This design comes from an exercise in tuning for small area on the open sky130 flow, not from production work. The RTL was checked by simulation tests, not by an equivalence proof against the original design. Power is estimated from default activity; no workload was simulated. The clock port is modelled as an ideal driver; clocking choices that lean on that would not hold on a real chip.

== v19 ==
// pkt_framer
module pkt_framer (
  input  logic      sclk,
  input  logic      rst_n_f,
  input  logic      w_en,
  input  pkt_framer_pkg::word_t     w_data,
  input  logic      eob,
  input  pkt_framer_pkg::byte_cnt_t byte_cnt,
  output logic      wfifo_ready,
  input  logic      start_blk,
  input  pkt_framer_pkg::near_t     quant_near,
  output logic      out_valid,
  output pkt_framer_pkg::word_t     out_data,
  input  logic      out_ready,
  output logic      block_done,
  output logic      done_ack
);
  logic      buf_valid;
  pkt_framer_pkg::word_t     buf_word;
  logic      buf_eob;
  pkt_framer_pkg::byte_cnt_t buf_cnt;
  logic      buf_pop;     
  logic      buf_show;    
  stream_buffer i_buf (
    .sclk        (sclk),
    .rst_n_f     (rst_n_f),
    .w_en        (w_en),
    .w_data      (w_data),
    .eob         (eob),
    .byte_cnt    (byte_cnt),
    .wfifo_ready (wfifo_ready),
    .buf_valid   (buf_valid),
    .buf_word    (buf_word),
    .buf_eob     (buf_eob),
    .buf_cnt     (buf_cnt),
    .buf_pop     (buf_pop),
    .buf_show    (buf_show)
  );
  frame_seq i_seq (
    .sclk        (sclk),
    .rst_n_f     (rst_n_f),
    .start_blk   (start_blk),
    .quant_near  (quant_near),
    .buf_valid   (buf_valid),
    .buf_word    (buf_word),
    .buf_eob     (buf_eob),
    .buf_cnt     (buf_cnt),
  ...
For scale: ~2200 cells after synthesis, about 1400 flip-flops, ~48000 um^2 of cells after synthesis.
Settings: LEC_CHECK=0, ABC_AREA=0, CAP_MARGIN=20, CORE_MARGIN=2, CORE_UTILIZATION=60, CTS_CLUSTER_DIAMETER=80, CTS_CLUSTER_SIZE=25, SLEW_MARGIN=20, SYNTH_HIERARCHICAL=1, SYNTH_MINIMUM_KEEP_SIZE=0; clock period 6.0 ns.
run.sh (not shown) runs the stock make flow with config.mk's settings and CLKGATE_MAP_FILE= SYNTH_SCRIPT=/design/flow/synth_recipe.tcl, a recipe that flattens the netlist after the stock synthesis.
#### Input delta (v36 over v19)
==> flow/flow/run.sh (new file) <==
#!/bin/bash
# Standard ORFS layout (standard synthesis unchanged), with two tweaks passed
# to the ORFS steps through their own variables:
#  - port buffers use the smallest buffer instead of the default pick
#  - CTS without dummy loads, with explicit sink clustering
set -euo pipefail
export BUFFER_PORTS_ARGS="-buffer_cell sky130_fd_sc_hd__buf_1"
export CTS_ARGS="-sink_clustering_enable -repair_clock_nets -sink_clustering_size 30 -sink_clustering_max_diameter 80 -dont_use_dummy_load"
bash standard.sh > standard.log 2>&1
==> flow/standard.sh (new file) <==
#!/bin/bash
# synth_recipe.tcl (not shown) runs the flow's synth.tcl, then flattens the netlist and writes it again
# the make line also repeats each setting of config.mk as NAME=value (left out here)
make -C /OpenROAD-flow-scripts/flow DESIGN_CONFIG=/design/flow/config.mk WORK_HOME=/design/flow/orfs CLKGATE_MAP_FILE= SYNTH_SCRIPT=/design/flow/synth_recipe.tcl "${@:-finish}"
removed: flow/run.sh
Findings:
- Going from v19 to v36, global-route usage rose 0.30 points, minimum period implied by the final worst setup slack fell 0.38 ns, part of the power in combinational logic fell 2.1 points, final critical-path share of the clock period fell 6.3 points, final wirelength about even.

* * *

== rev 12 ==
Another version of the RTL of pkt_framer (not shown whole).
Size: about 3,600 cells after synthesis, roughly 1,400 flip-flops, about 51,000 um2 of cells after synthesis.
make LEC_CHECK=0 ABC_AREA=1 CAP_MARGIN=20 CORE_MARGIN=2 CORE_UTILIZATION=60 CTS_BUF_LIST=sky130_fd_sc_hd__clkbuf_8 CTS_CLUSTER_SIZE=30 SLEW_MARGIN=20 finish   # period 6.0 ns
Stock flow here: none of the scripts above is used.
diff inputs: rev 12 => rev 13
- CTS_CLUSTER_SIZE: 30 -> unset
- CORE_UTILIZATION: 60 -> 40
- CTS_BUF_LIST: sky130_fd_sc_hd__clkbuf_8 -> unset
## What came out
- On via count, the lower figure sits with rev 13, not rev 12.
- Sort rev 12 and rev 13 by die footprint asc -> top: rev 12
- [compare] base=rev 12 new=rev 13: routed wire length +about 4%, final cell count moved up, fmax has increased, number of global-route vias before repair shows a reduction of 1,600, setup slack after layout went up 130 ps.
- Rev 13 vs. rev 12: sequential share of layout area went down by 1.7 points.
- Summary of rev 13 over rev 12: met2 usage shrank by 16 points, data required time of the worst path now sits at about the same level.

* * *

Setup of main:
The RTL this note starts from:
==> flow/design.v <==
`default_nettype none
package pkt_framer_pkg;
  typedef logic [63:0] word_t;       
  typedef logic [23:0] byte_cnt_t;   
  typedef logic [5:0]  near_t;       
  localparam logic [27:0] HDR_MARK = 28'hFFF_FFFF;
  localparam logic [31:0] TRL_MARK = 32'hFFEE_DDC9;
  localparam int NSLOT = 15;
  localparam logic [3:0] FILL_LIMIT = 4'd13;
  typedef enum logic [1:0] {
    IDLE  = 2'd0,   
    HDR   = 2'd1,   
    DATA  = 2'd2,   
    TRAIL = 2'd3    
  } seq_state_t;
endpackage
`default_nettype wire
`timescale 1ns/10ps
`default_nettype none
module stream_buffer (
  input  logic      sclk,
  input  logic      rst_n_f,
  input  logic      w_en,          
  input  pkt_framer_pkg::word_t     w_data,
  input  logic      eob,
  input  pkt_framer_pkg::byte_cnt_t byte_cnt,
  output logic      wfifo_ready,   
  output logic      buf_valid,     
  output pkt_framer_pkg::word_t     buf_word,      
  input  pkt_framer_pkg::word_t     ovr_n,         
  output logic      buf_eob,
  output pkt_framer_pkg::byte_cnt_t buf_cnt,
  input  logic      buf_pop,       
  input  logic      buf_show       
);
  localparam int N = pkt_framer_pkg::NSLOT;
  localparam int W = 64 + 1 + 24;   
  logic [W-1:0] mem [N];
  logic [W-1:0] w_ent;
  logic [W-1:0] rd_ent;
  assign w_ent = {byte_cnt, eob, w_data};
  logic [3:0] wr_ptr;    
  logic [3:0] rd_ptr;    
  logic [3:0] occ;       
  logic       cap_vld;   
  logic [N-1:0] wr_sel;
  logic [N-1:0] rd_sel;
  always_comb begin
    for (int i = 0; i < N; i++) begin
      wr_sel[i] = (wr_ptr == 4'(i));
      rd_sel[i] = (rd_ptr == 4'(i));
    end
  end
  always_ff @(posedge sclk) begin : slot_write
    for (int i = 0; i < N; i++) begin
      if (w_en && wr_sel[i]) begin
        mem[i] <= w_ent;
      end
    end
  end
  always_ff @(posedge sclk or negedge rst_n_f) begin : ctrl
    if (!rst_n_f) begin
      wr_ptr      <= '0;
      rd_ptr      <= '0;
      occ         <= '0;
      cap_vld     <= 1'b0;
      wfifo_ready <= 1'b0;
    end else begin
      cap_vld <= w_en;
      if (w_en) begin
        wr_ptr <= (wr_ptr == 4'(N-1)) ? 4'd0 : wr_ptr + 4'd1;
      end
      if (buf_pop) begin
        rd_ptr <= (rd_ptr == 4'(N-1)) ? 4'd0 : rd_ptr + 4'd1;
      end
      case ({w_en, buf_pop})
        2'b10:   occ <= occ + 4'd1;
        2'b01:   occ <= occ - 4'd1;
        default: occ <= occ;
      endcase
      wfifo_ready <= (occ <= pkt_framer_pkg::FILL_LIMIT);
    end
  end
  assign buf_valid = (occ > 4'(cap_vld));
  logic [N-1:0] rd_gsel;
  assign rd_gsel = rd_sel & {N{buf_show}};
  for (genvar b = 0; b < W; b++) begin : g_rd
    logic [N/3-1:0] grp_n;
    for (genvar g = 0; g < N/3; g++) begin : g_grp
      sel_aoi3 u_aoi (
        .d0 (mem[3*g][b]),   .s0 (rd_gsel[3*g]),
        .d1 (mem[3*g+1][b]), .s1 (rd_gsel[3*g+1]),
        .d2 (mem[3*g+2][b]), .s2 (rd_gsel[3*g+2]),
        .y_n(grp_n[g])
      );
    end
    assign rd_ent[b] = ~&grp_n;
  end
  for (genvar b = 0; b < 64; b++) begin : g_word
    assign buf_word[b] = ~(&g_rd[b].grp_n & ovr_n[b]);
  end
  assign buf_eob  = rd_ent[64];
  assign buf_cnt  = rd_ent[88:65];
endmodule
module sel_aoi3 (
  input  logic d0, s0,
  input  logic d1, s1,
  input  logic d2, s2,
  output logic y_n
);
  assign y_n = ~((d0 & s0) | (d1 & s1) | (d2 & s2));
endmodule
`default_nettype wire
`timescale 1ns/10ps
`default_nettype none
module frame_seq (
  input  logic      sclk,
  input  logic      rst_n_f,
  input  logic      start_blk,    
  input  pkt_framer_pkg::near_t     quant_near,   
  input  logic      buf_valid,
  input  pkt_framer_pkg::word_t     buf_word,     
  output pkt_framer_pkg::word_t     buf_ovr_n,    
  input  logic      buf_eob,
  input  pkt_framer_pkg::byte_cnt_t buf_cnt,
  output logic      buf_pop,      
  output logic      buf_show,     
  output logic      out_valid,
  output pkt_framer_pkg::word_t     out_data,
  input  logic      out_ready,
  output logic      block_done,   
  output logic      done_ack      
);
  pkt_framer_pkg::seq_state_t state;
  pkt_framer_pkg::seq_state_t state_nxt;
  logic start_q;      
  logic start_q2;     
  logic start_rise;   
  logic go;           
  logic      xfer;      
  pkt_framer_pkg::word_t     hdr_word;
  pkt_framer_pkg::word_t     trl_word;
  pkt_framer_pkg::byte_cnt_t trl_cnt;   
  always_ff @(posedge sclk or negedge rst_n_f) begin : start_sync
    if (!rst_n_f) begin
      start_q  <= 1'b0;
      start_q2 <= 1'b0;
    end else begin
      start_q  <= start_blk;
      start_q2 <= start_q;
    end
  end
  assign start_rise = start_q & ~start_q2;
  assign go = (state == pkt_framer_pkg::IDLE) & start_rise;
  assign xfer = out_valid & out_ready;
  assign hdr_word = {pkt_framer_pkg::HDR_MARK, 30'd0, quant_near};
  assign trl_word = {8'd0, trl_cnt, pkt_framer_pkg::TRL_MARK};
  always_comb begin : fsm_nxt
    state_nxt = state;
    case (state)
      pkt_framer_pkg::IDLE: begin
        if (go) begin
          state_nxt = pkt_framer_pkg::HDR;
        end
      end
      pkt_framer_pkg::HDR: begin
        if (xfer) begin
          state_nxt = pkt_framer_pkg::DATA;   
        end
      end
      pkt_framer_pkg::DATA: begin
        if (xfer && buf_eob) begin
          state_nxt = pkt_framer_pkg::TRAIL;   
        end
      end
      pkt_framer_pkg::TRAIL: begin
        if (xfer) begin
          state_nxt = pkt_framer_pkg::IDLE;
        end
      end
      default: begin
        state_nxt = pkt_framer_pkg::IDLE;
      end
    endcase
  end
  always_ff @(posedge sclk or negedge rst_n_f) begin : fsm_reg
    if (!rst_n_f) begin
      state <= pkt_framer_pkg::IDLE;
    end else begin
      state <= state_nxt;
    end
  end
  assign buf_show  = (state == pkt_framer_pkg::DATA);
  assign out_valid = (state == pkt_framer_pkg::HDR) | (state == pkt_framer_pkg::TRAIL) |
                     (buf_show & buf_valid);
  assign buf_ovr_n = ~(({64{state == pkt_framer_pkg::HDR}}   & hdr_word) |
                       ({64{state == pkt_framer_pkg::TRAIL}} & trl_word));
  assign out_data  = buf_word;
  assign buf_pop = (state == pkt_framer_pkg::DATA) & buf_valid & out_ready;
  assign block_done = (state == pkt_framer_pkg::TRAIL);
  always_ff @(posedge sclk) begin : trl_latch
    if (buf_pop) begin
      trl_cnt <= buf_cnt;
    end
  end
  always_ff @(posedge sclk or negedge rst_n_f) begin : ack_reg
    if (!rst_n_f) begin
      done_ack <= 1'b0;
    end else begin
      done_ack <= block_done & out_ready;   
    end
  end
endmodule
`default_nettype wire
`timescale 1ns/10ps
`default_nettype none
module pkt_framer (
  input  logic      sclk,
  input  logic      rst_n_f,
  input  logic      w_en,
  input  pkt_framer_pkg::word_t     w_data,
  input  logic      eob,
  input  pkt_framer_pkg::byte_cnt_t byte_cnt,
  output logic      wfifo_ready,
  input  logic      start_blk,
  input  pkt_framer_pkg::near_t     quant_near,
  output logic      out_valid,
  output pkt_framer_pkg::word_t     out_data,
  input  logic      out_ready,
  output logic      block_done,
  output logic      done_ack
);
  logic      buf_valid;
  pkt_framer_pkg::word_t     buf_word;
  logic      buf_eob;
  pkt_framer_pkg::byte_cnt_t buf_cnt;
  logic      buf_pop;     
  logic      buf_show;    
  pkt_framer_pkg::word_t     buf_ovr_n;   
  stream_buffer i_buf (
    .sclk        (sclk),
    .rst_n_f     (rst_n_f),
    .w_en        (w_en),
    .w_data      (w_data),
    .eob         (eob),
    .byte_cnt    (byte_cnt),
    .wfifo_ready (wfifo_ready),
    .buf_valid   (buf_valid),
    .buf_word    (buf_word),
    .ovr_n       (buf_ovr_n),
    .buf_eob     (buf_eob),
    .buf_cnt     (buf_cnt),
    .buf_pop     (buf_pop),
    .buf_show    (buf_show)
  );
  frame_seq i_seq (
    .sclk        (sclk),
    .rst_n_f     (rst_n_f),
    .start_blk   (start_blk),
    .quant_near  (quant_near),
    .buf_valid   (buf_valid),
    .buf_word    (buf_word),
    .buf_ovr_n   (buf_ovr_n),
    .buf_eob     (buf_eob),
    .buf_cnt     (buf_cnt),
    .buf_pop     (buf_pop),
    .buf_show    (buf_show),
    .out_valid   (out_valid),
    .out_data    (out_data),
    .out_ready   (out_ready),
    .block_done  (block_done),
    .done_ack    (done_ack)
  );
endmodule
`default_nettype wire
==> flow/config.mk <==
export PLATFORM = sky130hd
export DESIGN_NAME = pkt_framer
export DESIGN_NICKNAME = pkt_framer
export VERILOG_FILES = /design/flow/design.v
export SDC_FILE = /design/flow/constraint.sdc
export NUM_CORES = 4
export LEC_CHECK = 0
export ABC_AREA = 0
export CAP_MARGIN = 20
export CORE_MARGIN = 2
export CORE_UTILIZATION = 75
export CTS_CLUSTER_DIAMETER = 80
export CTS_CLUSTER_SIZE = 30
export SLEW_MARGIN = 20
export SYNTH_HIERARCHICAL = 1
export SYNTH_MINIMUM_KEEP_SIZE = 0
==> flow/constraint.sdc <==
create_clock -name core_clock -period 6.0 [get_ports {sclk}]
set_input_delay 1.2000 -clock core_clock [delete_from_list [all_inputs] [get_ports {sclk}]]
set_output_delay 1.2000 -clock core_clock [all_outputs]
set_load 0.01 [all_outputs]
standard.sh (not shown) runs the stock make flow with config.mk's settings and CLKGATE_MAP_FILE= SYNTH_SCRIPT=/design/flow/synth_recipe.tcl, a recipe that flattens the netlist after the stock synthesis.
==> flow/flow/run.sh <==
#!/bin/bash
# Standard ORFS layout (standard synthesis unchanged), with two tweaks passed
# to the ORFS steps through their own variables:
#  - port buffers use the smallest buffer instead of the default pick
#  - CTS without dummy loads, with explicit sink clustering
#  - after global route, downsize gates off the critical paths (ORFS's
#    power-recovery step), which also gives back buffer and gate area
set -euo pipefail
export BUFFER_PORTS_ARGS="-buffer_cell sky130_fd_sc_hd__buf_1"
export CTS_ARGS="-sink_clustering_enable -repair_clock_nets -sink_clustering_size 30 -sink_clustering_max_diameter 80 -dont_use_dummy_load"
export RECOVER_POWER=100
bash standard.sh > standard.log 2>&1
main: complete, dirty (max-capacitance violations, max-slew violations)
Relative to main, the following input files were edited for the feature branch:
==> flow/flow/run.sh <==
#!/bin/bash
# Standard ORFS layout (standard synthesis unchanged), with two tweaks passed
# to the ORFS steps through their own variables:
#  - port buffers use the smallest buffer instead of the default pick
#  - CTS without dummy loads, with explicit sink clustering
set -euo pipefail
export BUFFER_PORTS_ARGS="-buffer_cell sky130_fd_sc_hd__buf_1"
export CTS_ARGS="-sink_clustering_enable -repair_clock_nets -sink_clustering_size 30 -sink_clustering_max_diameter 80 -dont_use_dummy_load"
bash standard.sh > standard.log 2>&1
==> summary.txt <==
The final layout from the feature branch, which completed every stage, passed the timing, DRC and antenna checks at the end of the flow.
In main the implementation completed, yet the final layout does not meet the checks, the culprit being max-capacitance violations, max-slew violations.
The feature branch vs main — amount of wire on met3 after detailed routing rose 270 um.
Compared with main, the feature branch shows a utilization that is 0.47 points higher.
Compared with main, the feature branch shows a lower sequential share of layout area.
The feature branch vs main — cell area after layout rose 0.58%.
Higher number of inserted filler cells in the final layout among main and the feature branch: main
Status: total power parity (main, the feature branch)

afterwards: timing with drivers on the ports:
The flow's constraints put no driver on any port. The routed layouts listed below were extracted and timed again, unchanged, in two steps.
Step 1: set_driving_cell puts a clkbuf_16 on sclk and a buf_2 on each other input, an assumption about the parent block.
Step 2 also shifts input and output timing later by t, the mid clock arrival at the registers, as if the neighbouring blocks saw the same clock.
Three values: no drivers, after step 1, after step 2; two values: the first two.
| run | shift t [ns] | setup slack, ns | worst slew at a driven data input, ns |
|---|---|---|---|
| v19 | 0.728 | 0.472 / 0.403 / 1.131 | 0.14 |
| v36 | 0.714 | 0.847 / 0.777 / 1.491 | 0.12 |
| rev 12 | 0.940 | 0.574 / 0.505 / 1.444 | 0.16 |
| rev 13 | 0.811 | 0.700 / 0.622 / 1.433 | 0.17 |
| main | 0.701 | 0.649 / 0.643 / -0.016 | 0.13 |
| the feature branch | 0.698 | 0.936 / 0.870 / 1.568 | 0.14 |
The setup slack of main, which loses most, moves by -0.006 ns with the drivers and by -0.665 ns with both steps.
